This is an optimization exercise on Yosys and OpenROAD, whose aim is small area, not a production implementation.
Where RTL was checked, it was by simulation tests only, not by an equivalence proof against the original.
The RTL of run 2 was laid out without a check of its function.
No activity file was given, so power comes from the tool's default toggle rates.

==> flow/design.v, too long to show whole: its modules and the start of the top module <==
// module exec_controller: 1238 lines
module exec_controller #(
    parameter int OPCODE_WIDTH = 15,
    parameter int PC_WIDTH     = 9,
    parameter int STACK_WIDTH  = 255,
    parameter int STACK_DEPTH  = 127
) (
    input  logic                   clk,
    input  logic                   rst,
    input  logic                   run,
    input  logic [OPCODE_WIDTH:0]  rom_data,
    input  logic [STACK_WIDTH:0]   top0,
    input  logic [STACK_WIDTH:0]   top1,
    output logic                   pc_load_sig,
    output logic                   pc_inc_sig,
    output logic [PC_WIDTH:0]      pc_load_val,
    output logic                   stack_push_sig,
    output logic [STACK_WIDTH:0]   stack_push_data,
    output logic [2:0]             stack_pop_sig,
    output logic [7:0]             depth,
    output logic                   halted,
    output logic                   fault
);
  // ...
==> flow/flow/run.sh <==
#!/bin/bash
# Standard ORFS layout, with two changes: Yosys's synth runs without its early generic ABC
# pass (SYNTH_ARGS=-noabc; the full ABC mapping after adder extraction still runs), and the
# port buffers are the smallest plain buffer (buf_1) instead of the delay cell buffer_ports
# picks by default.
set -euo pipefail
bash standard.sh \
  SYNTH_ARGS=-noabc \
  BUFFER_PORTS_ARGS="-buffer_cell sky130_fd_sc_hd__buf_1" \
  finish > standard.log 2>&1
==> flow/standard.sh <==
#!/bin/bash
# synth_recipe.tcl (not shown) runs the flow's synth.tcl, then flattens the netlist and writes it again
# the make line also repeats each setting of config.mk as NAME=value (left out here)
make -C /OpenROAD-flow-scripts/flow DESIGN_CONFIG=/design/flow/config.mk WORK_HOME=/design/flow/orfs CLKGATE_MAP_FILE= SYNTH_SCRIPT=/design/flow/synth_recipe.tcl "${@:-finish}"
==> flow/config.mk <==
export PLATFORM = sky130hd
export DESIGN_NAME = exec_controller
export DESIGN_NICKNAME = exec_controller
export VERILOG_FILES = /design/flow/design.v
export SDC_FILE = /design/flow/constraint.sdc
export NUM_CORES = 4
export LEC_CHECK = 0
export CAP_MARGIN = 10
export CORE_MARGIN = 2
export CORE_UTILIZATION = 25
export CTS_BUF_LIST = sky130_fd_sc_hd__clkbuf_2 sky130_fd_sc_hd__clkbuf_4
export PLACE_DENSITY = 0.85
export SETUP_SLACK_MARGIN = 0
export SLEW_MARGIN = 10
==> flow/constraint.sdc <==
create_clock -name core_clock -period 14.0 [get_ports {clk}]
set_input_delay 2.8000 -clock core_clock [delete_from_list [all_inputs] [get_ports {clk}]]
set_output_delay 2.8000 -clock core_clock [all_outputs]
set_load 0.01 [all_outputs]
==> results.txt, run 1 <==
status finished clean; post-DR vias/cell just under 5; count leader, synth nand2_1; seq pwr between 0.00006 and 0.00007 W; GR Layer Usage met2 0.371; clock-cell share of area 0.00168; final-report setup violation count 0; mux contribution to synthesized area 0.00170; Worst-path clk slew 0.07 ns; CTS tree built; Worst slew margin 0.265; commonest non-fill, non-tap cell in the layout buf_1; hpwl dp between 50000 and 60000 um; overall routing resource usage 0.228; top cells by count, synth nand2_1 (280), o21ai_0 (266), ha_1 (248); worst skew pair latency 0.28 ns; n_taps ~750; Sw Ratio 0.559; die height approximately 240 um; total wire length approximately 70000 um; fraction of area in multi-input gates 0.740; die area 57800 um2; DRC Markers 0; Internal 0.000372 W; FF-to-FF End depth_q[5]; Final Hold Fails 0; GPL Wtd Cong around 1; Worst R2R Setup Slack roughly 11 ns; Yosys warnings 1; first-pass detailed-route iteration total 7; RSZ-0062 raised after global routing no; xor/xnor share of the synthesized area 0.0251; Seq area share 0.0154; met1 WL approximately 26000 um; GR Layer Usage met3 0.0737; clock share of power 0.029; PD cells roughly 47 nW/um2; Synth area leaders fa_1 (32%), ha_1 (22%), and2_1 (9.7%), o21ai_0 (9.5%), nand2_1 (7.5%); MaxCap Viol Count 0; pre-CTS setup slack between 0.1 and 0.15 ns; R2R depth 9; Detail Route met3 WL 7650 um; Area Growth Syn to Fin 28.3%
==> inputs of run 2 (changes only) <==
--- a/flow/design.v
+++ b/flow/design.v
@@ -88,17 +88,18 @@
     assign c1[5] = (a[12] & b[12]) | (c1[4] & (a[12] ^ b[12]));
     assign s0_1[5] = a[13] ^ b[13] ^ c1[5];
     assign c1[6] = (a[13] & b[13]) | (c1[5] & (a[13] ^ b[13]));
     assign s0_1[6] = a[14] ^ b[14] ^ c1[6];
     assign c1[7] = (a[14] & b[14]) | (c1[6] & (a[14] ^ b[14]));
     assign s0_1[7] = a[15] ^ b[15] ^ c1[7];
     assign c1[8] = (a[15] & b[15]) | (c1[7] & (a[15] ^ b[15]));
     assign bg[1] = c1[8];
-    assign bp[1] = &s0_1;
+    wire q1 = &s0_1[3:0];   
+    assign bp[1] = q1 & (&s0_1[7:4]);
     wire [8:0] c2;
     wire [7:0] s0_2;
     assign c2[0] = 1'b0;
     assign s0_2[0] = a[16] ^ b[16];
     assign c2[1] = a[16] & b[16];
     assign s0_2[1] = a[17] ^ b[17] ^ c2[1];
     assign c2[2] = (a[17] & b[17]) | (c2[1] & (a[17] ^ b[17]));
     assign s0_2[2] = a[18] ^ b[18] ^ c2[2];
@@ -109,17 +110,18 @@
     assign c2[5] = (a[20] & b[20]) | (c2[4] & (a[20] ^ b[20]));
     assign s0_2[5] = a[21] ^ b[21] ^ c2[5];
     assign c2[6] = (a[21] & b[21]) | (c2[5] & (a[21] ^ b[21]));
     assign s0_2[6] = a[22] ^ b[22] ^ c2[6];
     assign c2[7] = (a[22] & b[22]) | (c2[6] & (a[22] ^ b[22]));
     assign s0_2[7] = a[23] ^ b[23] ^ c2[7];
     assign c2[8] = (a[23] & b[23]) | (c2[7] & (a[23] ^ b[23]));
     assign bg[2] = c2[8];
-    assign bp[2] = &s0_2;
+    wire q2 = &s0_2[3:0];   
+    assign bp[2] = q2 & (&s0_2[7:4]);
     wire [8:0] c3;
     wire [7:0] s0_3;
     assign c3[0] = 1'b0;
     assign s0_3[0] = a[24] ^ b[24];
     assign c3[1] = a[24] & b[24];
     assign s0_3[1] = a[25] ^ b[25] ^ c3[1];
     assign c3[2] = (a[25] & b[25]) | (c3[1] & (a[25] ^ b[25]));
     assign s0_3[2] = a[26] ^ b[26] ^ c3[2];
@@ -130,17 +132,18 @@
     assign c3[5] = (a[28] & b[28]) | (c3[4] & (a[28] ^ b[28]));
     assign s0_3[5] = a[29] ^ b[29] ^ c3[5];
     assign c3[6] = (a[29] & b[29]) | (c3[5] & (a[29] ^ b[29]));
     assign s0_3[6] = a[30] ^ b[30] ^ c3[6];
     assign c3[7] = (a[30] & b[30]) | (c3[6] & (a[30] ^ b[30]));
     assign s0_3[7] = a[31] ^ b[31] ^ c3[7];
     assign c3[8] = (a[31] & b[31]) | (c3[7] & (a[31] ^ b[31]));
     assign bg[3] = c3[8];
-    assign bp[3] = &s0_3;
+    wire q3 = &s0_3[3:0];   
+    assign bp[3] = q3 & (&s0_3[7:4]);
     wire [8:0] c4;
     wire [7:0] s0_4;
     assign c4[0] = 1'b0;
     assign s0_4[0] = a[32] ^ b[32];
     assign c4[1] = a[32] & b[32];
     assign s0_4[1] = a[33] ^ b[33] ^ c4[1];
     assign c4[2] = (a[33] & b[33]) | (c4[1] & (a[33] ^ b[33]));
     assign s0_4[2] = a[34] ^ b[34] ^ c4[2];
@@ -151,17 +154,18 @@
     assign c4[5] = (a[36] & b[36]) | (c4[4] & (a[36] ^ b[36]));
     assign s0_4[5] = a[37] ^ b[37] ^ c4[5];
     assign c4[6] = (a[37] & b[37]) | (c4[5] & (a[37] ^ b[37]));
     assign s0_4[6] = a[38] ^ b[38] ^ c4[6];
     assign c4[7] = (a[38] & b[38]) | (c4[6] & (a[38] ^ b[38]));
     assign s0_4[7] = a[39] ^ b[39] ^ c4[7];
     assign c4[8] = (a[39] & b[39]) | (c4[7] & (a[39] ^ b[39]));
     assign bg[4] = c4[8];
-    assign bp[4] = &s0_4;
+    wire q4 = &s0_4[3:0];   
+    assign bp[4] = q4 & (&s0_4[7:4]);
     wire [8:0] c5;
     wire [7:0] s0_5;
     assign c5[0] = 1'b0;
     assign s0_5[0] = a[40] ^ b[40];
     assign c5[1] = a[40] & b[40];
     assign s0_5[1] = a[41] ^ b[41] ^ c5[1];
     assign c5[2] = (a[41] & b[41]) | (c5[1] & (a[41] ^ b[41]));
     assign s0_5[2] = a[42] ^ b[42] ^ c5[2];
@@ -172,17 +176,18 @@
     assign c5[5] = (a[44] & b[44]) | (c5[4] & (a[44] ^ b[44]));
     assign s0_5[5] = a[45] ^ b[45] ^ c5[5];
     assign c5[6] = (a[45] & b[45]) | (c5[5] & (a[45] ^ b[45]));
     assign s0_5[6] = a[46] ^ b[46] ^ c5[6];
     assign c5[7] = (a[46] & b[46]) | (c5[6] & (a[46] ^ b[46]));
     assign s0_5[7] = a[47] ^ b[47] ^ c5[7];
     assign c5[8] = (a[47] & b[47]) | (c5[7] & (a[47] ^ b[47]));
     assign bg[5] = c5[8];
-    assign bp[5] = &s0_5;
+    wire q5 = &s0_5[3:0];   
+    assign bp[5] = q5 & (&s0_5[7:4]);
     wire [8:0] c6;
     wire [7:0] s0_6;
     assign c6[0] = 1'b0;
     assign s0_6[0] = a[48] ^ b[48];
     assign c6[1] = a[48] & b[48];
     assign s0_6[1] = a[49] ^ b[49] ^ c6[1];
     assign c6[2] = (a[49] & b[49]) | (c6[1] & (a[49] ^ b[49]));
     assign s0_6[2] = a[50] ^ b[50] ^ c6[2];
@@ -193,17 +198,18 @@
     assign c6[5] = (a[52] & b[52]) | (c6[4] & (a[52] ^ b[52]));
     assign s0_6[5] = a[53] ^ b[53] ^ c6[5];
     assign c6[6] = (a[53] & b[53]) | (c6[5] & (a[53] ^ b[53]));
     assign s0_6[6] = a[54] ^ b[54] ^ c6[6];
     assign c6[7] = (a[54] & b[54]) | (c6[6] & (a[54] ^ b[54]));
     assign s0_6[7] = a[55] ^ b[55] ^ c6[7];
     assign c6[8] = (a[55] & b[55]) | (c6[7] & (a[55] ^ b[55]));
     assign bg[6] = c6[8];
-    assign bp[6] = &s0_6;
+    wire q6 = &s0_6[3:0];   
+    assign bp[6] = q6 & (&s0_6[7:4]);
     wire [8:0] c7;
     wire [7:0] s0_7;
     assign c7[0] = 1'b0;
     assign s0_7[0] = a[56] ^ b[56];
     assign c7[1] = a[56] & b[56];
     assign s0_7[1] = a[57] ^ b[57] ^ c7[1];
     assign c7[2] = (a[57] & b[57]) | (c7[1] & (a[57] ^ b[57]));
     assign s0_7[2] = a[58] ^ b[58] ^ c7[2];
@@ -214,17 +220,18 @@
     assign c7[5] = (a[60] & b[60]) | (c7[4] & (a[60] ^ b[60]));
     assign s0_7[5] = a[61] ^ b[61] ^ c7[5];
     assign c7[6] = (a[61] & b[61]) | (c7[5] & (a[61] ^ b[61]));
     assign s0_7[6] = a[62] ^ b[62] ^ c7[6];
     assign c7[7] = (a[62] & b[62]) | (c7[6] & (a[62] ^ b[62]));
     assign s0_7[7] = a[63] ^ b[63] ^ c7[7];
     assign c7[8] = (a[63] & b[63]) | (c7[7] & (a[63] ^ b[63]));
     assign bg[7] = c7[8];
-    assign bp[7] = &s0_7;
+    wire q7 = &s0_7[3:0];   
+    assign bp[7] = q7 & (&s0_7[7:4]);
     wire [8:0] c8;
     wire [7:0] s0_8;
     assign c8[0] = 1'b0;
     assign s0_8[0] = a[64] ^ b[64];
     assign c8[1] = a[64] & b[64];
     assign s0_8[1] = a[65] ^ b[65] ^ c8[1];
     assign c8[2] = (a[65] & b[65]) | (c8[1] & (a[65] ^ b[65]));
     assign s0_8[2] = a[66] ^ b[66] ^ c8[2];
@@ -235,17 +242,18 @@
     assign c8[5] = (a[68] & b[68]) | (c8[4] & (a[68] ^ b[68]));
     assign s0_8[5] = a[69] ^ b[69] ^ c8[5];
     assign c8[6] = (a[69] & b[69]) | (c8[5] & (a[69] ^ b[69]));
     assign s0_8[6] = a[70] ^ b[70] ^ c8[6];
     assign c8[7] = (a[70] & b[70]) | (c8[6] & (a[70] ^ b[70]));
     assign s0_8[7] = a[71] ^ b[71] ^ c8[7];
     assign c8[8] = (a[71] & b[71]) | (c8[7] & (a[71] ^ b[71]));
     assign bg[8] = c8[8];
-    assign bp[8] = &s0_8;
+    wire q8 = &s0_8[3:0];   
+    assign bp[8] = q8 & (&s0_8[7:4]);
     wire [8:0] c9;
     wire [7:0] s0_9;
     assign c9[0] = 1'b0;
     assign s0_9[0] = a[72] ^ b[72];
     assign c9[1] = a[72] & b[72];
     assign s0_9[1] = a[73] ^ b[73] ^ c9[1];
     assign c9[2] = (a[73] & b[73]) | (c9[1] & (a[73] ^ b[73]));
     assign s0_9[2] = a[74] ^ b[74] ^ c9[2];
@@ -256,17 +264,18 @@
     assign c9[5] = (a[76] & b[76]) | (c9[4] & (a[76] ^ b[76]));
     assign s0_9[5] = a[77] ^ b[77] ^ c9[5];
     assign c9[6] = (a[77] & b[77]) | (c9[5] & (a[77] ^ b[77]));
     assign s0_9[6] = a[78] ^ b[78] ^ c9[6];
     assign c9[7] = (a[78] & b[78]) | (c9[6] & (a[78] ^ b[78]));
     assign s0_9[7] = a[79] ^ b[79] ^ c9[7];
     assign c9[8] = (a[79] & b[79]) | (c9[7] & (a[79] ^ b[79]));
     assign bg[9] = c9[8];
-    assign bp[9] = &s0_9;
+    wire q9 = &s0_9[3:0];   
+    assign bp[9] = q9 & (&s0_9[7:4]);
     wire [8:0] c10;
     wire [7:0] s0_10;
     assign c10[0] = 1'b0;
     assign s0_10[0] = a[80] ^ b[80];
     assign c10[1] = a[80] & b[80];
     assign s0_10[1] = a[81] ^ b[81] ^ c10[1];
     assign c10[2] = (a[81] & b[81]) | (c10[1] & (a[81] ^ b[81]));
     assign s0_10[2] = a[82] ^ b[82] ^ c10[2];
@@ -277,17 +286,18 @@
     assign c10[5] = (a[84] & b[84]) | (c10[4] & (a[84] ^ b[84]));
     assign s0_10[5] = a[85] ^ b[85] ^ c10[5];
     assign c10[6] = (a[85] & b[85]) | (c10[5] & (a[85] ^ b[85]));
     assign s0_10[6] = a[86] ^ b[86] ^ c10[6];
     assign c10[7] = (a[86] & b[86]) | (c10[6] & (a[86] ^ b[86]));
     assign s0_10[7] = a[87] ^ b[87] ^ c10[7];
     assign c10[8] = (a[87] & b[87]) | (c10[7] & (a[87] ^ b[87]));
     assign bg[10] = c10[8];
-    assign bp[10] = &s0_10;
+    wire q10 = &s0_10[3:0];   
+    assign bp[10] = q10 & (&s0_10[7:4]);
     wire [8:0] c11;
     wire [7:0] s0_11;
     assign c11[0] = 1'b0;
     assign s0_11[0] = a[88] ^ b[88];
     assign c11[1] = a[88] & b[88];
     assign s0_11[1] = a[89] ^ b[89] ^ c11[1];
     assign c11[2] = (a[89] & b[89]) | (c11[1] & (a[89] ^ b[89]));
     assign s0_11[2] = a[90] ^ b[90] ^ c11[2];
@@ -298,17 +308,18 @@
     assign c11[5] = (a[92] & b[92]) | (c11[4] & (a[92] ^ b[92]));
     assign s0_11[5] = a[93] ^ b[93] ^ c11[5];
     assign c11[6] = (a[93] & b[93]) | (c11[5] & (a[93] ^ b[93]));
     assign s0_11[6] = a[94] ^ b[94] ^ c11[6];
     assign c11[7] = (a[94] & b[94]) | (c11[6] & (a[94] ^ b[94]));
     assign s0_11[7] = a[95] ^ b[95] ^ c11[7];
     assign c11[8] = (a[95] & b[95]) | (c11[7] & (a[95] ^ b[95]));
     assign bg[11] = c11[8];
-    assign bp[11] = &s0_11;
+    wire q11 = &s0_11[3:0];   
+    assign bp[11] = q11 & (&s0_11[7:4]);
     wire [8:0] c12;
     wire [7:0] s0_12;
     assign c12[0] = 1'b0;
     assign s0_12[0] = a[96] ^ b[96];
     assign c12[1] = a[96] & b[96];
     assign s0_12[1] = a[97] ^ b[97] ^ c12[1];
     assign c12[2] = (a[97] & b[97]) | (c12[1] & (a[97] ^ b[97]));
     assign s0_12[2] = a[98] ^ b[98] ^ c12[2];
@@ -319,17 +330,18 @@
     assign c12[5] = (a[100] & b[100]) | (c12[4] & (a[100] ^ b[100]));
     assign s0_12[5] = a[101] ^ b[101] ^ c12[5];
     assign c12[6] = (a[101] & b[101]) | (c12[5] & (a[101] ^ b[101]));
     assign s0_12[6] = a[102] ^ b[102] ^ c12[6];
     assign c12[7] = (a[102] & b[102]) | (c12[6] & (a[102] ^ b[102]));
     assign s0_12[7] = a[103] ^ b[103] ^ c12[7];
     assign c12[8] = (a[103] & b[103]) | (c12[7] & (a[103] ^ b[103]));
     assign bg[12] = c12[8];
-    assign bp[12] = &s0_12;
+    wire q12 = &s0_12[3:0];   
+    assign bp[12] = q12 & (&s0_12[7:4]);
     wire [8:0] c13;
     wire [7:0] s0_13;
     assign c13[0] = 1'b0;
     assign s0_13[0] = a[104] ^ b[104];
     assign c13[1] = a[104] & b[104];
     assign s0_13[1] = a[105] ^ b[105] ^ c13[1];
     assign c13[2] = (a[105] & b[105]) | (c13[1] & (a[105] ^ b[105]));
     assign s0_13[2] = a[106] ^ b[106] ^ c13[2];
@@ -340,17 +352,18 @@
     assign c13[5] = (a[108] & b[108]) | (c13[4] & (a[108] ^ b[108]));
     assign s0_13[5] = a[109] ^ b[109] ^ c13[5];
     assign c13[6] = (a[109] & b[109]) | (c13[5] & (a[109] ^ b[109]));
     assign s0_13[6] = a[110] ^ b[110] ^ c13[6];
     assign c13[7] = (a[110] & b[110]) | (c13[6] & (a[110] ^ b[110]));
     assign s0_13[7] = a[111] ^ b[111] ^ c13[7];
     assign c13[8] = (a[111] & b[111]) | (c13[7] & (a[111] ^ b[111]));
     assign bg[13] = c13[8];
-    assign bp[13] = &s0_13;
+    wire q13 = &s0_13[3:0];   
+    assign bp[13] = q13 & (&s0_13[7:4]);
     wire [8:0] c14;
     wire [7:0] s0_14;
     assign c14[0] = 1'b0;
     assign s0_14[0] = a[112] ^ b[112];
     assign c14[1] = a[112] & b[112];
     assign s0_14[1] = a[113] ^ b[113] ^ c14[1];
     assign c14[2] = (a[113] & b[113]) | (c14[1] & (a[113] ^ b[113]));
     assign s0_14[2] = a[114] ^ b[114] ^ c14[2];
@@ -361,17 +374,18 @@
     assign c14[5] = (a[116] & b[116]) | (c14[4] & (a[116] ^ b[116]));
     assign s0_14[5] = a[117] ^ b[117] ^ c14[5];
     assign c14[6] = (a[117] & b[117]) | (c14[5] & (a[117] ^ b[117]));
     assign s0_14[6] = a[118] ^ b[118] ^ c14[6];
     assign c14[7] = (a[118] & b[118]) | (c14[6] & (a[118] ^ b[118]));
     assign s0_14[7] = a[119] ^ b[119] ^ c14[7];
     assign c14[8] = (a[119] & b[119]) | (c14[7] & (a[119] ^ b[119]));
     assign bg[14] = c14[8];
-    assign bp[14] = &s0_14;
+    wire q14 = &s0_14[3:0];   
+    assign bp[14] = q14 & (&s0_14[7:4]);
     wire [8:0] c15;
     wire [7:0] s0_15;
     assign c15[0] = 1'b0;
     assign s0_15[0] = a[120] ^ b[120];
     assign c15[1] = a[120] & b[120];
     assign s0_15[1] = a[121] ^ b[121] ^ c15[1];
     assign c15[2] = (a[121] & b[121]) | (c15[1] & (a[121] ^ b[121]));
     assign s0_15[2] = a[122] ^ b[122] ^ c15[2];
@@ -382,17 +396,18 @@
     assign c15[5] = (a[124] & b[124]) | (c15[4] & (a[124] ^ b[124]));
     assign s0_15[5] = a[125] ^ b[125] ^ c15[5];
     assign c15[6] = (a[125] & b[125]) | (c15[5] & (a[125] ^ b[125]));
     assign s0_15[6] = a[126] ^ b[126] ^ c15[6];
     assign c15[7] = (a[126] & b[126]) | (c15[6] & (a[126] ^ b[126]));
     assign s0_15[7] = a[127] ^ b[127] ^ c15[7];
     assign c15[8] = (a[127] & b[127]) | (c15[7] & (a[127] ^ b[127]));
     assign bg[15] = c15[8];
-    assign bp[15] = &s0_15;
+    wire q15 = &s0_15[3:0];   
+    assign bp[15] = q15 & (&s0_15[7:4]);
     wire [8:0] c16;
     wire [7:0] s0_16;
     assign c16[0] = 1'b0;
     assign s0_16[0] = a[128] ^ b[128];
     assign c16[1] = a[128] & b[128];
     assign s0_16[1] = a[129] ^ b[129] ^ c16[1];
     assign c16[2] = (a[129] & b[129]) | (c16[1] & (a[129] ^ b[129]));
     assign s0_16[2] = a[130] ^ b[130] ^ c16[2];
@@ -403,17 +418,18 @@
     assign c16[5] = (a[132] & b[132]) | (c16[4] & (a[132] ^ b[132]));
     assign s0_16[5] = a[133] ^ b[133] ^ c16[5];
     assign c16[6] = (a[133] & b[133]) | (c16[5] & (a[133] ^ b[133]));
     assign s0_16[6] = a[134] ^ b[134] ^ c16[6];
     assign c16[7] = (a[134] & b[134]) | (c16[6] & (a[134] ^ b[134]));
     assign s0_16[7] = a[135] ^ b[135] ^ c16[7];
     assign c16[8] = (a[135] & b[135]) | (c16[7] & (a[135] ^ b[135]));
     assign bg[16] = c16[8];
-    assign bp[16] = &s0_16;
+    wire q16 = &s0_16[3:0];   
+    assign bp[16] = q16 & (&s0_16[7:4]);
     wire [8:0] c17;
     wire [7:0] s0_17;
     assign c17[0] = 1'b0;
     assign s0_17[0] = a[136] ^ b[136];
     assign c17[1] = a[136] & b[136];
     assign s0_17[1] = a[137] ^ b[137] ^ c17[1];
     assign c17[2] = (a[137] & b[137]) | (c17[1] & (a[137] ^ b[137]));
     assign s0_17[2] = a[138] ^ b[138] ^ c17[2];
@@ -424,17 +440,18 @@
     assign c17[5] = (a[140] & b[140]) | (c17[4] & (a[140] ^ b[140]));
     assign s0_17[5] = a[141] ^ b[141] ^ c17[5];
     assign c17[6] = (a[141] & b[141]) | (c17[5] & (a[141] ^ b[141]));
     assign s0_17[6] = a[142] ^ b[142] ^ c17[6];
     assign c17[7] = (a[142] & b[142]) | (c17[6] & (a[142] ^ b[142]));
     assign s0_17[7] = a[143] ^ b[143] ^ c17[7];
     assign c17[8] = (a[143] & b[143]) | (c17[7] & (a[143] ^ b[143]));
     assign bg[17] = c17[8];
-    assign bp[17] = &s0_17;
+    wire q17 = &s0_17[3:0];   
+    assign bp[17] = q17 & (&s0_17[7:4]);
     wire [8:0] c18;
     wire [7:0] s0_18;
     assign c18[0] = 1'b0;
     assign s0_18[0] = a[144] ^ b[144];
     assign c18[1] = a[144] & b[144];
     assign s0_18[1] = a[145] ^ b[145] ^ c18[1];
     assign c18[2] = (a[145] & b[145]) | (c18[1] & (a[145] ^ b[145]));
     assign s0_18[2] = a[146] ^ b[146] ^ c18[2];
@@ -445,17 +462,18 @@
     assign c18[5] = (a[148] & b[148]) | (c18[4] & (a[148] ^ b[148]));
     assign s0_18[5] = a[149] ^ b[149] ^ c18[5];
     assign c18[6] = (a[149] & b[149]) | (c18[5] & (a[149] ^ b[149]));
     assign s0_18[6] = a[150] ^ b[150] ^ c18[6];
     assign c18[7] = (a[150] & b[150]) | (c18[6] & (a[150] ^ b[150]));
     assign s0_18[7] = a[151] ^ b[151] ^ c18[7];
     assign c18[8] = (a[151] & b[151]) | (c18[7] & (a[151] ^ b[151]));
     assign bg[18] = c18[8];
-    assign bp[18] = &s0_18;
+    wire q18 = &s0_18[3:0];   
+    assign bp[18] = q18 & (&s0_18[7:4]);
     wire [8:0] c19;
     wire [7:0] s0_19;
     assign c19[0] = 1'b0;
     assign s0_19[0] = a[152] ^ b[152];
     assign c19[1] = a[152] & b[152];
     assign s0_19[1] = a[153] ^ b[153] ^ c19[1];
     assign c19[2] = (a[153] & b[153]) | (c19[1] & (a[153] ^ b[153]));
     assign s0_19[2] = a[154] ^ b[154] ^ c19[2];
@@ -466,17 +484,18 @@
     assign c19[5] = (a[156] & b[156]) | (c19[4] & (a[156] ^ b[156]));
     assign s0_19[5] = a[157] ^ b[157] ^ c19[5];
     assign c19[6] = (a[157] & b[157]) | (c19[5] & (a[157] ^ b[157]));
     assign s0_19[6] = a[158] ^ b[158] ^ c19[6];
     assign c19[7] = (a[158] & b[158]) | (c19[6] & (a[158] ^ b[158]));
     assign s0_19[7] = a[159] ^ b[159] ^ c19[7];
     assign c19[8] = (a[159] & b[159]) | (c19[7] & (a[159] ^ b[159]));
     assign bg[19] = c19[8];
-    assign bp[19] = &s0_19;
+    wire q19 = &s0_19[3:0];   
+    assign bp[19] = q19 & (&s0_19[7:4]);
     wire [8:0] c20;
     wire [7:0] s0_20;
     assign c20[0] = 1'b0;
     assign s0_20[0] = a[160] ^ b[160];
     assign c20[1] = a[160] & b[160];
     assign s0_20[1] = a[161] ^ b[161] ^ c20[1];
     assign c20[2] = (a[161] & b[161]) | (c20[1] & (a[161] ^ b[161]));
     assign s0_20[2] = a[162] ^ b[162] ^ c20[2];
@@ -487,17 +506,18 @@
     assign c20[5] = (a[164] & b[164]) | (c20[4] & (a[164] ^ b[164]));
     assign s0_20[5] = a[165] ^ b[165] ^ c20[5];
     assign c20[6] = (a[165] & b[165]) | (c20[5] & (a[165] ^ b[165]));
     assign s0_20[6] = a[166] ^ b[166] ^ c20[6];
     assign c20[7] = (a[166] & b[166]) | (c20[6] & (a[166] ^ b[166]));
     assign s0_20[7] = a[167] ^ b[167] ^ c20[7];
     assign c20[8] = (a[167] & b[167]) | (c20[7] & (a[167] ^ b[167]));
     assign bg[20] = c20[8];
-    assign bp[20] = &s0_20;
+    wire q20 = &s0_20[3:0];   
+    assign bp[20] = q20 & (&s0_20[7:4]);
     wire [8:0] c21;
     wire [7:0] s0_21;
     assign c21[0] = 1'b0;
     assign s0_21[0] = a[168] ^ b[168];
     assign c21[1] = a[168] & b[168];
     assign s0_21[1] = a[169] ^ b[169] ^ c21[1];
     assign c21[2] = (a[169] & b[169]) | (c21[1] & (a[169] ^ b[169]));
     assign s0_21[2] = a[170] ^ b[170] ^ c21[2];
@@ -508,17 +528,18 @@
     assign c21[5] = (a[172] & b[172]) | (c21[4] & (a[172] ^ b[172]));
     assign s0_21[5] = a[173] ^ b[173] ^ c21[5];
     assign c21[6] = (a[173] & b[173]) | (c21[5] & (a[173] ^ b[173]));
     assign s0_21[6] = a[174] ^ b[174] ^ c21[6];
     assign c21[7] = (a[174] & b[174]) | (c21[6] & (a[174] ^ b[174]));
     assign s0_21[7] = a[175] ^ b[175] ^ c21[7];
     assign c21[8] = (a[175] & b[175]) | (c21[7] & (a[175] ^ b[175]));
     assign bg[21] = c21[8];
-    assign bp[21] = &s0_21;
+    wire q21 = &s0_21[3:0];   
+    assign bp[21] = q21 & (&s0_21[7:4]);
     wire [8:0] c22;
     wire [7:0] s0_22;
     assign c22[0] = 1'b0;
     assign s0_22[0] = a[176] ^ b[176];
     assign c22[1] = a[176] & b[176];
     assign s0_22[1] = a[177] ^ b[177] ^ c22[1];
     assign c22[2] = (a[177] & b[177]) | (c22[1] & (a[177] ^ b[177]));
     assign s0_22[2] = a[178] ^ b[178] ^ c22[2];
@@ -529,17 +550,18 @@
     assign c22[5] = (a[180] & b[180]) | (c22[4] & (a[180] ^ b[180]));
     assign s0_22[5] = a[181] ^ b[181] ^ c22[5];
     assign c22[6] = (a[181] & b[181]) | (c22[5] & (a[181] ^ b[181]));
     assign s0_22[6] = a[182] ^ b[182] ^ c22[6];
     assign c22[7] = (a[182] & b[182]) | (c22[6] & (a[182] ^ b[182]));
     assign s0_22[7] = a[183] ^ b[183] ^ c22[7];
     assign c22[8] = (a[183] & b[183]) | (c22[7] & (a[183] ^ b[183]));
     assign bg[22] = c22[8];
-    assign bp[22] = &s0_22;
+    wire q22 = &s0_22[3:0];   
+    assign bp[22] = q22 & (&s0_22[7:4]);
     wire [8:0] c23;
     wire [7:0] s0_23;
     assign c23[0] = 1'b0;
     assign s0_23[0] = a[184] ^ b[184];
     assign c23[1] = a[184] & b[184];
     assign s0_23[1] = a[185] ^ b[185] ^ c23[1];
     assign c23[2] = (a[185] & b[185]) | (c23[1] & (a[185] ^ b[185]));
     assign s0_23[2] = a[186] ^ b[186] ^ c23[2];
@@ -550,17 +572,18 @@
     assign c23[5] = (a[188] & b[188]) | (c23[4] & (a[188] ^ b[188]));
     assign s0_23[5] = a[189] ^ b[189] ^ c23[5];
     assign c23[6] = (a[189] & b[189]) | (c23[5] & (a[189] ^ b[189]));
     assign s0_23[6] = a[190] ^ b[190] ^ c23[6];
     assign c23[7] = (a[190] & b[190]) | (c23[6] & (a[190] ^ b[190]));
     assign s0_23[7] = a[191] ^ b[191] ^ c23[7];
     assign c23[8] = (a[191] & b[191]) | (c23[7] & (a[191] ^ b[191]));
     assign bg[23] = c23[8];
-    assign bp[23] = &s0_23;
+    wire q23 = &s0_23[3:0];   
+    assign bp[23] = q23 & (&s0_23[7:4]);
     wire [8:0] c24;
     wire [7:0] s0_24;
     assign c24[0] = 1'b0;
     assign s0_24[0] = a[192] ^ b[192];
     assign c24[1] = a[192] & b[192];
     assign s0_24[1] = a[193] ^ b[193] ^ c24[1];
     assign c24[2] = (a[193] & b[193]) | (c24[1] & (a[193] ^ b[193]));
     assign s0_24[2] = a[194] ^ b[194] ^ c24[2];
@@ -571,17 +594,18 @@
     assign c24[5] = (a[196] & b[196]) | (c24[4] & (a[196] ^ b[196]));
     assign s0_24[5] = a[197] ^ b[197] ^ c24[5];
     assign c24[6] = (a[197] & b[197]) | (c24[5] & (a[197] ^ b[197]));
     assign s0_24[6] = a[198] ^ b[198] ^ c24[6];
     assign c24[7] = (a[198] & b[198]) | (c24[6] & (a[198] ^ b[198]));
     assign s0_24[7] = a[199] ^ b[199] ^ c24[7];
     assign c24[8] = (a[199] & b[199]) | (c24[7] & (a[199] ^ b[199]));
     assign bg[24] = c24[8];
-    assign bp[24] = &s0_24;
+    wire q24 = &s0_24[3:0];   
+    assign bp[24] = q24 & (&s0_24[7:4]);
     wire [8:0] c25;
     wire [7:0] s0_25;
     assign c25[0] = 1'b0;
     assign s0_25[0] = a[200] ^ b[200];
     assign c25[1] = a[200] & b[200];
     assign s0_25[1] = a[201] ^ b[201] ^ c25[1];
     assign c25[2] = (a[201] & b[201]) | (c25[1] & (a[201] ^ b[201]));
     assign s0_25[2] = a[202] ^ b[202] ^ c25[2];
@@ -592,17 +616,18 @@
     assign c25[5] = (a[204] & b[204]) | (c25[4] & (a[204] ^ b[204]));
     assign s0_25[5] = a[205] ^ b[205] ^ c25[5];
     assign c25[6] = (a[205] & b[205]) | (c25[5] & (a[205] ^ b[205]));
     assign s0_25[6] = a[206] ^ b[206] ^ c25[6];
     assign c25[7] = (a[206] & b[206]) | (c25[6] & (a[206] ^ b[206]));
     assign s0_25[7] = a[207] ^ b[207] ^ c25[7];
     assign c25[8] = (a[207] & b[207]) | (c25[7] & (a[207] ^ b[207]));
     assign bg[25] = c25[8];
-    assign bp[25] = &s0_25;
+    wire q25 = &s0_25[3:0];   
+    assign bp[25] = q25 & (&s0_25[7:4]);
     wire [8:0] c26;
     wire [7:0] s0_26;
     assign c26[0] = 1'b0;
     assign s0_26[0] = a[208] ^ b[208];
     assign c26[1] = a[208] & b[208];
     assign s0_26[1] = a[209] ^ b[209] ^ c26[1];
     assign c26[2] = (a[209] & b[209]) | (c26[1] & (a[209] ^ b[209]));
     assign s0_26[2] = a[210] ^ b[210] ^ c26[2];
@@ -613,17 +638,18 @@
     assign c26[5] = (a[212] & b[212]) | (c26[4] & (a[212] ^ b[212]));
     assign s0_26[5] = a[213] ^ b[213] ^ c26[5];
     assign c26[6] = (a[213] & b[213]) | (c26[5] & (a[213] ^ b[213]));
     assign s0_26[6] = a[214] ^ b[214] ^ c26[6];
     assign c26[7] = (a[214] & b[214]) | (c26[6] & (a[214] ^ b[214]));
     assign s0_26[7] = a[215] ^ b[215] ^ c26[7];
     assign c26[8] = (a[215] & b[215]) | (c26[7] & (a[215] ^ b[215]));
     assign bg[26] = c26[8];
-    assign bp[26] = &s0_26;
+    wire q26 = &s0_26[3:0];   
+    assign bp[26] = q26 & (&s0_26[7:4]);
     wire [8:0] c27;
     wire [7:0] s0_27;
     assign c27[0] = 1'b0;
     assign s0_27[0] = a[216] ^ b[216];
     assign c27[1] = a[216] & b[216];
     assign s0_27[1] = a[217] ^ b[217] ^ c27[1];
     assign c27[2] = (a[217] & b[217]) | (c27[1] & (a[217] ^ b[217]));
     assign s0_27[2] = a[218] ^ b[218] ^ c27[2];
@@ -634,17 +660,18 @@
     assign c27[5] = (a[220] & b[220]) | (c27[4] & (a[220] ^ b[220]));
     assign s0_27[5] = a[221] ^ b[221] ^ c27[5];
     assign c27[6] = (a[221] & b[221]) | (c27[5] & (a[221] ^ b[221]));
     assign s0_27[6] = a[222] ^ b[222] ^ c27[6];
     assign c27[7] = (a[222] & b[222]) | (c27[6] & (a[222] ^ b[222]));
     assign s0_27[7] = a[223] ^ b[223] ^ c27[7];
     assign c27[8] = (a[223] & b[223]) | (c27[7] & (a[223] ^ b[223]));
     assign bg[27] = c27[8];
-    assign bp[27] = &s0_27;
+    wire q27 = &s0_27[3:0];   
+    assign bp[27] = q27 & (&s0_27[7:4]);
     wire [8:0] c28;
     wire [7:0] s0_28;
     assign c28[0] = 1'b0;
     assign s0_28[0] = a[224] ^ b[224];
     assign c28[1] = a[224] & b[224];
     assign s0_28[1] = a[225] ^ b[225] ^ c28[1];
     assign c28[2] = (a[225] & b[225]) | (c28[1] & (a[225] ^ b[225]));
     assign s0_28[2] = a[226] ^ b[226] ^ c28[2];
@@ -655,17 +682,18 @@
     assign c28[5] = (a[228] & b[228]) | (c28[4] & (a[228] ^ b[228]));
     assign s0_28[5] = a[229] ^ b[229] ^ c28[5];
     assign c28[6] = (a[229] & b[229]) | (c28[5] & (a[229] ^ b[229]));
     assign s0_28[6] = a[230] ^ b[230] ^ c28[6];
     assign c28[7] = (a[230] & b[230]) | (c28[6] & (a[230] ^ b[230]));
     assign s0_28[7] = a[231] ^ b[231] ^ c28[7];
     assign c28[8] = (a[231] & b[231]) | (c28[7] & (a[231] ^ b[231]));
     assign bg[28] = c28[8];
-    assign bp[28] = &s0_28;
+    wire q28 = &s0_28[3:0];   
+    assign bp[28] = q28 & (&s0_28[7:4]);
     wire [8:0] c29;
     wire [7:0] s0_29;
     assign c29[0] = 1'b0;
     assign s0_29[0] = a[232] ^ b[232];
     assign c29[1] = a[232] & b[232];
     assign s0_29[1] = a[233] ^ b[233] ^ c29[1];
     assign c29[2] = (a[233] & b[233]) | (c29[1] & (a[233] ^ b[233]));
     assign s0_29[2] = a[234] ^ b[234] ^ c29[2];
@@ -676,17 +704,18 @@
     assign c29[5] = (a[236] & b[236]) | (c29[4] & (a[236] ^ b[236]));
     assign s0_29[5] = a[237] ^ b[237] ^ c29[5];
     assign c29[6] = (a[237] & b[237]) | (c29[5] & (a[237] ^ b[237]));
     assign s0_29[6] = a[238] ^ b[238] ^ c29[6];
     assign c29[7] = (a[238] & b[238]) | (c29[6] & (a[238] ^ b[238]));
     assign s0_29[7] = a[239] ^ b[239] ^ c29[7];
     assign c29[8] = (a[239] & b[239]) | (c29[7] & (a[239] ^ b[239]));
     assign bg[29] = c29[8];
-    assign bp[29] = &s0_29;
+    wire q29 = &s0_29[3:0];   
+    assign bp[29] = q29 & (&s0_29[7:4]);
     wire [8:0] c30;
     wire [7:0] s0_30;
     assign c30[0] = 1'b0;
     assign s0_30[0] = a[240] ^ b[240];
     assign c30[1] = a[240] & b[240];
     assign s0_30[1] = a[241] ^ b[241] ^ c30[1];
     assign c30[2] = (a[241] & b[241]) | (c30[1] & (a[241] ^ b[241]));
     assign s0_30[2] = a[242] ^ b[242] ^ c30[2];
@@ -697,17 +726,18 @@
     assign c30[5] = (a[244] & b[244]) | (c30[4] & (a[244] ^ b[244]));
     assign s0_30[5] = a[245] ^ b[245] ^ c30[5];
     assign c30[6] = (a[245] & b[245]) | (c30[5] & (a[245] ^ b[245]));
     assign s0_30[6] = a[246] ^ b[246] ^ c30[6];
     assign c30[7] = (a[246] & b[246]) | (c30[6] & (a[246] ^ b[246]));
     assign s0_30[7] = a[247] ^ b[247] ^ c30[7];
     assign c30[8] = (a[247] & b[247]) | (c30[7] & (a[247] ^ b[247]));
     assign bg[30] = c30[8];
-    assign bp[30] = &s0_30;
+    wire q30 = &s0_30[3:0];   
+    assign bp[30] = q30 & (&s0_30[7:4]);
     wire [8:0] c31;
     wire [7:0] s0_31;
     assign c31[0] = 1'b0;
     assign s0_31[0] = a[248] ^ b[248];
     assign c31[1] = a[248] & b[248];
     assign s0_31[1] = a[249] ^ b[249] ^ c31[1];
     assign c31[2] = (a[249] & b[249]) | (c31[1] & (a[249] ^ b[249]));
     assign s0_31[2] = a[250] ^ b[250] ^ c31[2];
@@ -718,17 +748,18 @@
     assign c31[5] = (a[252] & b[252]) | (c31[4] & (a[252] ^ b[252]));
     assign s0_31[5] = a[253] ^ b[253] ^ c31[5];
     assign c31[6] = (a[253] & b[253]) | (c31[5] & (a[253] ^ b[253]));
     assign s0_31[6] = a[254] ^ b[254] ^ c31[6];
     assign c31[7] = (a[254] & b[254]) | (c31[6] & (a[254] ^ b[254]));
     assign s0_31[7] = a[255] ^ b[255] ^ c31[7];
     assign c31[8] = (a[255] & b[255]) | (c31[7] & (a[255] ^ b[255]));
     assign bg[31] = c31[8];
-    assign bp[31] = &s0_31;
+    wire q31 = &s0_31[3:0];   
+    assign bp[31] = q31 & (&s0_31[7:4]);
     wire pg1 = bg[1] | (bp[1] & bg[0]);
     wire pp1 = bp[1] & bp[0];
     wire pg2 = bg[3] | (bp[3] & bg[2]);
     wire pp2 = bp[3] & bp[2];
     wire pg3 = bg[5] | (bp[5] & bg[4]);
     wire pp3 = bp[5] & bp[4];
     wire pg4 = bg[7] | (bp[7] & bg[6]);
     wire pp4 = bp[7] & bp[6];
@@ -885,317 +916,317 @@
     wire pg80 = pg64 | (pp64 & pg56);
     wire pp80 = pp64 & pp56;
     assign cout = pg80;
     wire [7:0] x1;
     assign x1[0] = bg[0];
     assign x1[1] = x1[0] & s0_1[0];
     assign x1[2] = x1[1] & s0_1[1];
     assign x1[3] = x1[2] & s0_1[2];
-    assign x1[4] = x1[3] & s0_1[3];
+    assign x1[4] = x1[0] & q1;
     assign x1[5] = x1[4] & s0_1[4];
     assign x1[6] = x1[5] & s0_1[5];
     assign x1[7] = x1[6] & s0_1[6];
     assign s[15:8] = s0_1 ^ x1;
     wire [7:0] x2;
     assign x2[0] = pg1;
     assign x2[1] = x2[0] & s0_2[0];
     assign x2[2] = x2[1] & s0_2[1];
     assign x2[3] = x2[2] & s0_2[2];
-    assign x2[4] = x2[3] & s0_2[3];
+    assign x2[4] = x2[0] & q2;
     assign x2[5] = x2[4] & s0_2[4];
     assign x2[6] = x2[5] & s0_2[5];
     assign x2[7] = x2[6] & s0_2[6];
     assign s[23:16] = s0_2 ^ x2;
     wire [7:0] x3;
     assign x3[0] = pg17;
     assign x3[1] = x3[0] & s0_3[0];
     assign x3[2] = x3[1] & s0_3[1];
     assign x3[3] = x3[2] & s0_3[2];
-    assign x3[4] = x3[3] & s0_3[3];
+    assign x3[4] = x3[0] & q3;
     assign x3[5] = x3[4] & s0_3[4];
     assign x3[6] = x3[5] & s0_3[5];
     assign x3[7] = x3[6] & s0_3[6];
     assign s[31:24] = s0_3 ^ x3;
     wire [7:0] x4;
     assign x4[0] = pg18;
     assign x4[1] = x4[0] & s0_4[0];
     assign x4[2] = x4[1] & s0_4[1];
     assign x4[3] = x4[2] & s0_4[2];
-    assign x4[4] = x4[3] & s0_4[3];
+    assign x4[4] = x4[0] & q4;
     assign x4[5] = x4[4] & s0_4[4];
     assign x4[6] = x4[5] & s0_4[5];
     assign x4[7] = x4[6] & s0_4[6];
     assign s[39:32] = s0_4 ^ x4;
     wire [7:0] x5;
     assign x5[0] = pg33;
     assign x5[1] = x5[0] & s0_5[0];
     assign x5[2] = x5[1] & s0_5[1];
     assign x5[3] = x5[2] & s0_5[2];
-    assign x5[4] = x5[3] & s0_5[3];
+    assign x5[4] = x5[0] & q5;
     assign x5[5] = x5[4] & s0_5[4];
     assign x5[6] = x5[5] & s0_5[5];
     assign x5[7] = x5[6] & s0_5[6];
     assign s[47:40] = s0_5 ^ x5;
     wire [7:0] x6;
     assign x6[0] = pg34;
     assign x6[1] = x6[0] & s0_6[0];
     assign x6[2] = x6[1] & s0_6[1];
     assign x6[3] = x6[2] & s0_6[2];
-    assign x6[4] = x6[3] & s0_6[3];
+    assign x6[4] = x6[0] & q6;
     assign x6[5] = x6[4] & s0_6[4];
     assign x6[6] = x6[5] & s0_6[5];
     assign x6[7] = x6[6] & s0_6[6];
     assign s[55:48] = s0_6 ^ x6;
     wire [7:0] x7;
     assign x7[0] = pg35;
     assign x7[1] = x7[0] & s0_7[0];
     assign x7[2] = x7[1] & s0_7[1];
     assign x7[3] = x7[2] & s0_7[2];
-    assign x7[4] = x7[3] & s0_7[3];
+    assign x7[4] = x7[0] & q7;
     assign x7[5] = x7[4] & s0_7[4];
     assign x7[6] = x7[5] & s0_7[5];
     assign x7[7] = x7[6] & s0_7[6];
     assign s[63:56] = s0_7 ^ x7;
     wire [7:0] x8;
     assign x8[0] = pg36;
     assign x8[1] = x8[0] & s0_8[0];
     assign x8[2] = x8[1] & s0_8[1];
     assign x8[3] = x8[2] & s0_8[2];
-    assign x8[4] = x8[3] & s0_8[3];
+    assign x8[4] = x8[0] & q8;
     assign x8[5] = x8[4] & s0_8[4];
     assign x8[6] = x8[5] & s0_8[5];
     assign x8[7] = x8[6] & s0_8[6];
     assign s[71:64] = s0_8 ^ x8;
     wire [7:0] x9;
     assign x9[0] = pg49;
     assign x9[1] = x9[0] & s0_9[0];
     assign x9[2] = x9[1] & s0_9[1];
     assign x9[3] = x9[2] & s0_9[2];
-    assign x9[4] = x9[3] & s0_9[3];
+    assign x9[4] = x9[0] & q9;
     assign x9[5] = x9[4] & s0_9[4];
     assign x9[6] = x9[5] & s0_9[5];
     assign x9[7] = x9[6] & s0_9[6];
     assign s[79:72] = s0_9 ^ x9;
     wire [7:0] x10;
     assign x10[0] = pg50;
     assign x10[1] = x10[0] & s0_10[0];
     assign x10[2] = x10[1] & s0_10[1];
     assign x10[3] = x10[2] & s0_10[2];
-    assign x10[4] = x10[3] & s0_10[3];
+    assign x10[4] = x10[0] & q10;
     assign x10[5] = x10[4] & s0_10[4];
     assign x10[6] = x10[5] & s0_10[5];
     assign x10[7] = x10[6] & s0_10[6];
     assign s[87:80] = s0_10 ^ x10;
     wire [7:0] x11;
     assign x11[0] = pg51;
     assign x11[1] = x11[0] & s0_11[0];
     assign x11[2] = x11[1] & s0_11[1];
     assign x11[3] = x11[2] & s0_11[2];
-    assign x11[4] = x11[3] & s0_11[3];
+    assign x11[4] = x11[0] & q11;
     assign x11[5] = x11[4] & s0_11[4];
     assign x11[6] = x11[5] & s0_11[5];
     assign x11[7] = x11[6] & s0_11[6];
     assign s[95:88] = s0_11 ^ x11;
     wire [7:0] x12;
     assign x12[0] = pg52;
     assign x12[1] = x12[0] & s0_12[0];
     assign x12[2] = x12[1] & s0_12[1];
     assign x12[3] = x12[2] & s0_12[2];
-    assign x12[4] = x12[3] & s0_12[3];
+    assign x12[4] = x12[0] & q12;
     assign x12[5] = x12[4] & s0_12[4];
     assign x12[6] = x12[5] & s0_12[5];
     assign x12[7] = x12[6] & s0_12[6];
     assign s[103:96] = s0_12 ^ x12;
     wire [7:0] x13;
     assign x13[0] = pg53;
     assign x13[1] = x13[0] & s0_13[0];
     assign x13[2] = x13[1] & s0_13[1];
     assign x13[3] = x13[2] & s0_13[2];
-    assign x13[4] = x13[3] & s0_13[3];
+    assign x13[4] = x13[0] & q13;
     assign x13[5] = x13[4] & s0_13[4];
     assign x13[6] = x13[5] & s0_13[5];
     assign x13[7] = x13[6] & s0_13[6];
     assign s[111:104] = s0_13 ^ x13;
     wire [7:0] x14;
     assign x14[0] = pg54;
     assign x14[1] = x14[0] & s0_14[0];
     assign x14[2] = x14[1] & s0_14[1];
     assign x14[3] = x14[2] & s0_14[2];
-    assign x14[4] = x14[3] & s0_14[3];
+    assign x14[4] = x14[0] & q14;
     assign x14[5] = x14[4] & s0_14[4];
     assign x14[6] = x14[5] & s0_14[5];
     assign x14[7] = x14[6] & s0_14[6];
     assign s[119:112] = s0_14 ^ x14;
     wire [7:0] x15;
     assign x15[0] = pg55;
     assign x15[1] = x15[0] & s0_15[0];
     assign x15[2] = x15[1] & s0_15[1];
     assign x15[3] = x15[2] & s0_15[2];
-    assign x15[4] = x15[3] & s0_15[3];
+    assign x15[4] = x15[0] & q15;
     assign x15[5] = x15[4] & s0_15[4];
     assign x15[6] = x15[5] & s0_15[5];
     assign x15[7] = x15[6] & s0_15[6];
     assign s[127:120] = s0_15 ^ x15;
     wire [7:0] x16;
     assign x16[0] = pg56;
     assign x16[1] = x16[0] & s0_16[0];
     assign x16[2] = x16[1] & s0_16[1];
     assign x16[3] = x16[2] & s0_16[2];
-    assign x16[4] = x16[3] & s0_16[3];
+    assign x16[4] = x16[0] & q16;
     assign x16[5] = x16[4] & s0_16[4];
     assign x16[6] = x16[5] & s0_16[5];
     assign x16[7] = x16[6] & s0_16[6];
     assign s[135:128] = s0_16 ^ x16;
     wire [7:0] x17;
     assign x17[0] = pg65;
     assign x17[1] = x17[0] & s0_17[0];
     assign x17[2] = x17[1] & s0_17[1];
     assign x17[3] = x17[2] & s0_17[2];
-    assign x17[4] = x17[3] & s0_17[3];
+    assign x17[4] = x17[0] & q17;
     assign x17[5] = x17[4] & s0_17[4];
     assign x17[6] = x17[5] & s0_17[5];
     assign x17[7] = x17[6] & s0_17[6];
     assign s[143:136] = s0_17 ^ x17;
     wire [7:0] x18;
     assign x18[0] = pg66;
     assign x18[1] = x18[0] & s0_18[0];
     assign x18[2] = x18[1] & s0_18[1];
     assign x18[3] = x18[2] & s0_18[2];
-    assign x18[4] = x18[3] & s0_18[3];
+    assign x18[4] = x18[0] & q18;
     assign x18[5] = x18[4] & s0_18[4];
     assign x18[6] = x18[5] & s0_18[5];
     assign x18[7] = x18[6] & s0_18[6];
     assign s[151:144] = s0_18 ^ x18;
     wire [7:0] x19;
     assign x19[0] = pg67;
     assign x19[1] = x19[0] & s0_19[0];
     assign x19[2] = x19[1] & s0_19[1];
     assign x19[3] = x19[2] & s0_19[2];
-    assign x19[4] = x19[3] & s0_19[3];
+    assign x19[4] = x19[0] & q19;
     assign x19[5] = x19[4] & s0_19[4];
     assign x19[6] = x19[5] & s0_19[5];
     assign x19[7] = x19[6] & s0_19[6];
     assign s[159:152] = s0_19 ^ x19;
     wire [7:0] x20;
     assign x20[0] = pg68;
     assign x20[1] = x20[0] & s0_20[0];
     assign x20[2] = x20[1] & s0_20[1];
     assign x20[3] = x20[2] & s0_20[2];
-    assign x20[4] = x20[3] & s0_20[3];
+    assign x20[4] = x20[0] & q20;
     assign x20[5] = x20[4] & s0_20[4];
     assign x20[6] = x20[5] & s0_20[5];
     assign x20[7] = x20[6] & s0_20[6];
     assign s[167:160] = s0_20 ^ x20;
     wire [7:0] x21;
     assign x21[0] = pg69;
     assign x21[1] = x21[0] & s0_21[0];
     assign x21[2] = x21[1] & s0_21[1];
     assign x21[3] = x21[2] & s0_21[2];
-    assign x21[4] = x21[3] & s0_21[3];
+    assign x21[4] = x21[0] & q21;
     assign x21[5] = x21[4] & s0_21[4];
     assign x21[6] = x21[5] & s0_21[5];
     assign x21[7] = x21[6] & s0_21[6];
     assign s[175:168] = s0_21 ^ x21;
     wire [7:0] x22;
     assign x22[0] = pg70;
     assign x22[1] = x22[0] & s0_22[0];
     assign x22[2] = x22[1] & s0_22[1];
     assign x22[3] = x22[2] & s0_22[2];
-    assign x22[4] = x22[3] & s0_22[3];
+    assign x22[4] = x22[0] & q22;
     assign x22[5] = x22[4] & s0_22[4];
     assign x22[6] = x22[5] & s0_22[5];
     assign x22[7] = x22[6] & s0_22[6];
     assign s[183:176] = s0_22 ^ x22;
     wire [7:0] x23;
     assign x23[0] = pg71;
     assign x23[1] = x23[0] & s0_23[0];
     assign x23[2] = x23[1] & s0_23[1];
     assign x23[3] = x23[2] & s0_23[2];
-    assign x23[4] = x23[3] & s0_23[3];
+    assign x23[4] = x23[0] & q23;
     assign x23[5] = x23[4] & s0_23[4];
     assign x23[6] = x23[5] & s0_23[5];
     assign x23[7] = x23[6] & s0_23[6];
     assign s[191:184] = s0_23 ^ x23;
     wire [7:0] x24;
     assign x24[0] = pg72;
     assign x24[1] = x24[0] & s0_24[0];
     assign x24[2] = x24[1] & s0_24[1];
     assign x24[3] = x24[2] & s0_24[2];
-    assign x24[4] = x24[3] & s0_24[3];
+    assign x24[4] = x24[0] & q24;
     assign x24[5] = x24[4] & s0_24[4];
     assign x24[6] = x24[5] & s0_24[5];
     assign x24[7] = x24[6] & s0_24[6];
     assign s[199:192] = s0_24 ^ x24;
     wire [7:0] x25;
     assign x25[0] = pg73;
     assign x25[1] = x25[0] & s0_25[0];
     assign x25[2] = x25[1] & s0_25[1];
     assign x25[3] = x25[2] & s0_25[2];
-    assign x25[4] = x25[3] & s0_25[3];
+    assign x25[4] = x25[0] & q25;
     assign x25[5] = x25[4] & s0_25[4];
     assign x25[6] = x25[5] & s0_25[5];
     assign x25[7] = x25[6] & s0_25[6];
     assign s[207:200] = s0_25 ^ x25;
     wire [7:0] x26;
     assign x26[0] = pg74;
     assign x26[1] = x26[0] & s0_26[0];
     assign x26[2] = x26[1] & s0_26[1];
     assign x26[3] = x26[2] & s0_26[2];
-    assign x26[4] = x26[3] & s0_26[3];
+    assign x26[4] = x26[0] & q26;
     assign x26[5] = x26[4] & s0_26[4];
     assign x26[6] = x26[5] & s0_26[5];
     assign x26[7] = x26[6] & s0_26[6];
     assign s[215:208] = s0_26 ^ x26;
     wire [7:0] x27;
     assign x27[0] = pg75;
     assign x27[1] = x27[0] & s0_27[0];
     assign x27[2] = x27[1] & s0_27[1];
     assign x27[3] = x27[2] & s0_27[2];
-    assign x27[4] = x27[3] & s0_27[3];
+    assign x27[4] = x27[0] & q27;
     assign x27[5] = x27[4] & s0_27[4];
     assign x27[6] = x27[5] & s0_27[5];
     assign x27[7] = x27[6] & s0_27[6];
     assign s[223:216] = s0_27 ^ x27;
     wire [7:0] x28;
     assign x28[0] = pg76;
     assign x28[1] = x28[0] & s0_28[0];
     assign x28[2] = x28[1] & s0_28[1];
     assign x28[3] = x28[2] & s0_28[2];
-    assign x28[4] = x28[3] & s0_28[3];
+    assign x28[4] = x28[0] & q28;
     assign x28[5] = x28[4] & s0_28[4];
     assign x28[6] = x28[5] & s0_28[5];
     assign x28[7] = x28[6] & s0_28[6];
     assign s[231:224] = s0_28 ^ x28;
     wire [7:0] x29;
     assign x29[0] = pg77;
     assign x29[1] = x29[0] & s0_29[0];
     assign x29[2] = x29[1] & s0_29[1];
     assign x29[3] = x29[2] & s0_29[2];
-    assign x29[4] = x29[3] & s0_29[3];
+    assign x29[4] = x29[0] & q29;
     assign x29[5] = x29[4] & s0_29[4];
     assign x29[6] = x29[5] & s0_29[5];
     assign x29[7] = x29[6] & s0_29[6];
     assign s[239:232] = s0_29 ^ x29;
     wire [7:0] x30;
     assign x30[0] = pg78;
     assign x30[1] = x30[0] & s0_30[0];
     assign x30[2] = x30[1] & s0_30[1];
     assign x30[3] = x30[2] & s0_30[2];
-    assign x30[4] = x30[3] & s0_30[3];
+    assign x30[4] = x30[0] & q30;
     assign x30[5] = x30[4] & s0_30[4];
     assign x30[6] = x30[5] & s0_30[5];
     assign x30[7] = x30[6] & s0_30[6];
     assign s[247:240] = s0_30 ^ x30;
     wire [7:0] x31;
     assign x31[0] = pg79;
     assign x31[1] = x31[0] & s0_31[0];
     assign x31[2] = x31[1] & s0_31[1];
     assign x31[3] = x31[2] & s0_31[2];
-    assign x31[4] = x31[3] & s0_31[3];
+    assign x31[4] = x31[0] & q31;
     assign x31[5] = x31[4] & s0_31[4];
     assign x31[6] = x31[5] & s0_31[5];
     assign x31[7] = x31[6] & s0_31[6];
     assign s[255:248] = s0_31 ^ x31;
     wire nz = cout;   
     wire en_arith = ok & (o_dup | o_arith);
     wire en_imm   = ok & o_pushi;
     wire load     = ok & (o_jmp | (o_jz & ~nz));
--- a/flow/config.mk
+++ b/flow/config.mk
@@ -4,11 +4,10 @@
 export VERILOG_FILES = /design/flow/design.v
 export SDC_FILE = /design/flow/constraint.sdc
 export NUM_CORES = 4
 export LEC_CHECK = 0
 export CAP_MARGIN = 10
 export CORE_MARGIN = 2
 export CORE_UTILIZATION = 25
 export CTS_BUF_LIST = sky130_fd_sc_hd__clkbuf_2 sky130_fd_sc_hd__clkbuf_4
-export PLACE_DENSITY = 0.85
 export SETUP_SLACK_MARGIN = 0
 export SLEW_MARGIN = 10
==> results.txt, run 2 <==
Layout Utilization 0.323 (was 0.325); clock share of power 0.027 (was 0.029); Max Buffers Root-to-Sink 2 (unchanged); row count 87 (was 86); Pleak 8.03 nW (was 7.62 nW); total wire length 69700 um (was 69800 um); CTS buffer count 3 (unchanged); Post-synth ARST share 1.00 (unchanged); Area Growth Syn to Fin 27.2% (was 28.3%); Worst VDD drop 0.0000333 V (was 0.0000326 V); Post-synth top flop dfrtp_1 (unchanged); first-pass GRT wire length 100000 um (was 97200 um); vias 16116 (was 15747); Synth area leaders fa_1 (31%), ha_1 (19%), o21ai_0 (9.1%), and3_1 (8.1%), nand2_1 (7.4%) (was fa_1 (32%), ha_1 (22%), and2_1 (9.7%), o21ai_0 (9.5%), nand2_1 (7.5%)); WL/cell 21.5 um (was 22.0 um); Starting Density 0.254 (was 0.253); Top Registers depth_q: 8 flops, state_q: 3 flops (unchanged); worst skew pair latency 0.27 ns (was 0.28 ns); DRC Markers 0 (unchanged); WP data required 11.20 ns (about the same); vias in the first global route 16064 (was 15465); max frequency 76.1 MHz (was 73.2 MHz); max FFs per register 8 (unchanged); Worst Setup Start Kind input port (unchanged); IO Count 813 (unchanged); Post-CTS Resized 0 (unchanged); clock sinks 11 (unchanged); RSZ-0062 raised after global routing no (unchanged); CTS root buffer clkbuf_4 (unchanged); Least-Margin Pin Slew 1.03 ns (was 1.10 ns); CTS tree built (unchanged); status finished clean (unchanged); commonest non-fill, non-tap cells in the layout buf_1 (811), nand2_1 (280), o21ai_0 (261) (was buf_1 (808), nand2_1 (279), o21ai_0 (265)); Iteration-0 DRC Markers 807 (was 988); GPL Wtd Cong 0.974 (was 1.00); worst hold path class reg2reg (unchanged); Synthesized Nets 2713 (was 2665); Reg with most FFs depth_q (unchanged); MaxCap Viol Count 0 (unchanged); Final WS setup 0.866 ns (was 0.335 ns); Avg Cell Area, Syn 8.26 um2 (was 8.41 um2); overall routing resource usage 0.222 (was 0.228); setup bufs post-CTS 0 (unchanged); Yosys warnings 1 (unchanged); Non-Filler Instances 3240 (was 3169); commonest non-fill, non-tap cell in the layout buf_1 (unchanged); final-report setup violation count 0 (unchanged); number of flops mapped to enable cells by yosys 0 (unchanged); largest net degree at the start of global routing 189 (was 119); Gate power share 0.904 (was 0.896); Final TNS setup 0 ns (unchanged); die area 59400 um2 (was 57800 um2); Worst-path clk slew 0.06 ns (was 0.07 ns); count leader, synth nand2_1 (unchanged); PD cells 48.1 nW/um2 (was 47.1 nW/um2); top cells by count, synth nand2_1 (283), o21ai_0 (261), fa_1 (225) (was nand2_1 (280), o21ai_0 (266), ha_1 (248)); die height 244 um (was 240 um); Cells after Synth 1740 (was 1661); hpwl dp 60200 um (was 59900 um); sequential area share after synthesis 0.0192 (was 0.0197); number of port buffers 811 (unchanged); gr ovfl total 0 (unchanged); sequential share of power 0.069 (was 0.075); Final Hold Fails 0 (unchanged); crit end category output port (unchanged); first-pass detailed-route iteration total 5 (was 7); Mapped Area 14400 um2 (was 14000 um2); total core area 56600 um2 (was 55200 um2); most area-hungry cell type in the Yosys netlist fa_1 (unchanged); initial antenna violation count 17 (was 35); H-tree depth 1 (unchanged); #FFs+latches synth 11 (unchanged); Synth top area share 0.313 (was 0.322); pre-CTS setup slack 0.757 ns (was 0.132 ns); Die X 244 um (was 240 um); Tcrit/Tclk final 0.938 (was 0.976); Setup Crit Path Kind in2out (unchanged); post-DR vias/cell 4.97 (about the same); placed instance count 3226 (was 3146); Post-CTS Hold Buffers 0 (unchanged); Sw Ratio 0.565 (was 0.559); Final nets 3448 (was 3407); NetSw 0.000496 W (was 0.000472 W); Worst slew margin 0.314 (was 0.265); skew final 0.00481 ns (was 0.00310 ns); crit path DAT 10.33 ns (was 10.87 ns); min cycle time layout 13.13 ns (was 13.67 ns); share of layout cells above drive strength 1 0.0283 (was 0.0192); CP max FO 50 (was 67); Max Slew Vio Count 0 (unchanged); Tot Pwr 0.000878 W (was 0.000844 W); Cell variety after synth 62 (was 55); Internal 0.000382 W (was 0.000372 W); antenna-violating nets left 0 (unchanged)
[run 2: routing by layer]
layer / wire [um] / global-route usage
met1: 27900 / 0.276
met2: 34100 / 0.387
met3: 5420 / 0.0449
met4: 2280 / 0.0622
met5: 64 / 0
[run 2: final timing paths]
| path | endpoint | from | slack [ns] | depth (start not counted) |
|---|---|---|---|---|
| worst max-delay path | stack_push_data[186] | rom_data[12] | 0.87 | 26 |
| worst min-delay path | state_q[0] | state_q[0] | 0.46 | 1 |
| worst max register to register | depth_q[6] | depth_q[0] | 11.13 | 8 |
| worst min register to register | state_q[0] | state_q[0] | 0.46 | 1 |
| max in group asynchronous | state_q[2] | rst | 11.22 | 2 |
| min in group asynchronous | depth_q[3] | rst | 2.48 | 2 |
[run 2: power by group through the flow]
| stage | Clock (W) | Sequential (W) | Combinational (W) |
|---|---|---|---|
| 2_1_floorplan | 0 | 0.0000596 | 0.000478 |
| 3_3_place_gp | 0 | 0.0000605 | 0.000781 |
| 3_5_place_dp | 0 | 0.0000608 | 0.000782 |
| 4_1_cts | 0.0000239 | 0.0000601 | 0.000789 |
| 5_1_grt | 0.0000252 | 0.0000631 | 0.000885 |
| 6_report | 0.0000238 | 0.0000606 | 0.000794 |
[run 2: logic make-up (layout without fill, tap and decap cells)]
family | after synthesis | count (layout) | synth area share
buf+inv | 137 | 871 | 0.0383
simple gates | 722 | 722 | 0.254
fa+ha+maj | 442 | 442 | 0.502
xor+xnor | 72 | 72 | 0.0439
flops | 11 | 11 | 0.0192
compound gates | 355 | 355 | 0.142
other cells | 1 | 11 | 0.000261
[run 2: layout make-up]
class	instances	area, um2
antenna	10	25.0
fill	6207	38300
inverter	26	97.6
tap	756	946
clock buffer	4	30.0
timing repair buffer	841	3310
sequential	11	275
multi-input combinational	1592	13600
[run 2: stage by stage]
stage	instance area, um2	hold slack (ns)
after floorplan	14400	0.427
after global placement	18200	0.447
after detailed placement	18200	0.448
after CTS	18200	0.456
after global routing	18300	0.487
final	18300	0.456
[run 2: critical path: stages]
cell       delay [ns]
buf_1            0.24
nand2_4          0.53
buf_4            0.27
o21ai_0          0.09
ha_1             0.22
fa_1             0.39
fa_1             0.40
fa_1             0.41
fa_1             0.40
fa_1             0.39
fa_1             0.40
fa_1             0.53
nand4_1          0.22
nor4_4           0.40
o2111ai_1        0.23
a21oi_1          0.54
o31ai_1          0.16
o211ai_1         0.30
a31oi_1          0.24
inv_1            0.13
a21o_1           0.20
ha_1             0.17
ha_1             0.14
ha_1             0.22
and3_1           0.14
buf_1            0.12

-- what the ideal ports hide --
The results above use ideal ports. As a check the final layouts listed here were re-extracted and re-timed, cells and wires unchanged.
Step 1 assumes that a clkbuf_16 drives the clock port and a buf_2 every other input.
Step 2, shift: input delay + t, output delay - t, t = (earliest + latest rising clock arrival at the registers) / 2. This alone moves slack from input paths to output paths.
a / b / c = ideal / step 1 / step 2; a / b = the first two.
run | t, ns | setup WS [ns] | worst hold slack (ns) | worst setup path after step 2 | worst slew at a driven data input, ns
run 1 | 0.304 | 0.335 / 0.303 / 0.303 | 0.462 / 0.462 / 0.462 | input to output | 0.19
run 2 | 0.291 | 0.866 / 0.838 / 0.838 | 0.456 / 0.456 / 0.456 | input to output | 0.19
After both steps every run listed still meets setup and hold. For run 1, which loses most, drivers alone change the setup slack by -0.032 ns; drivers and shift together by -0.032 ns.
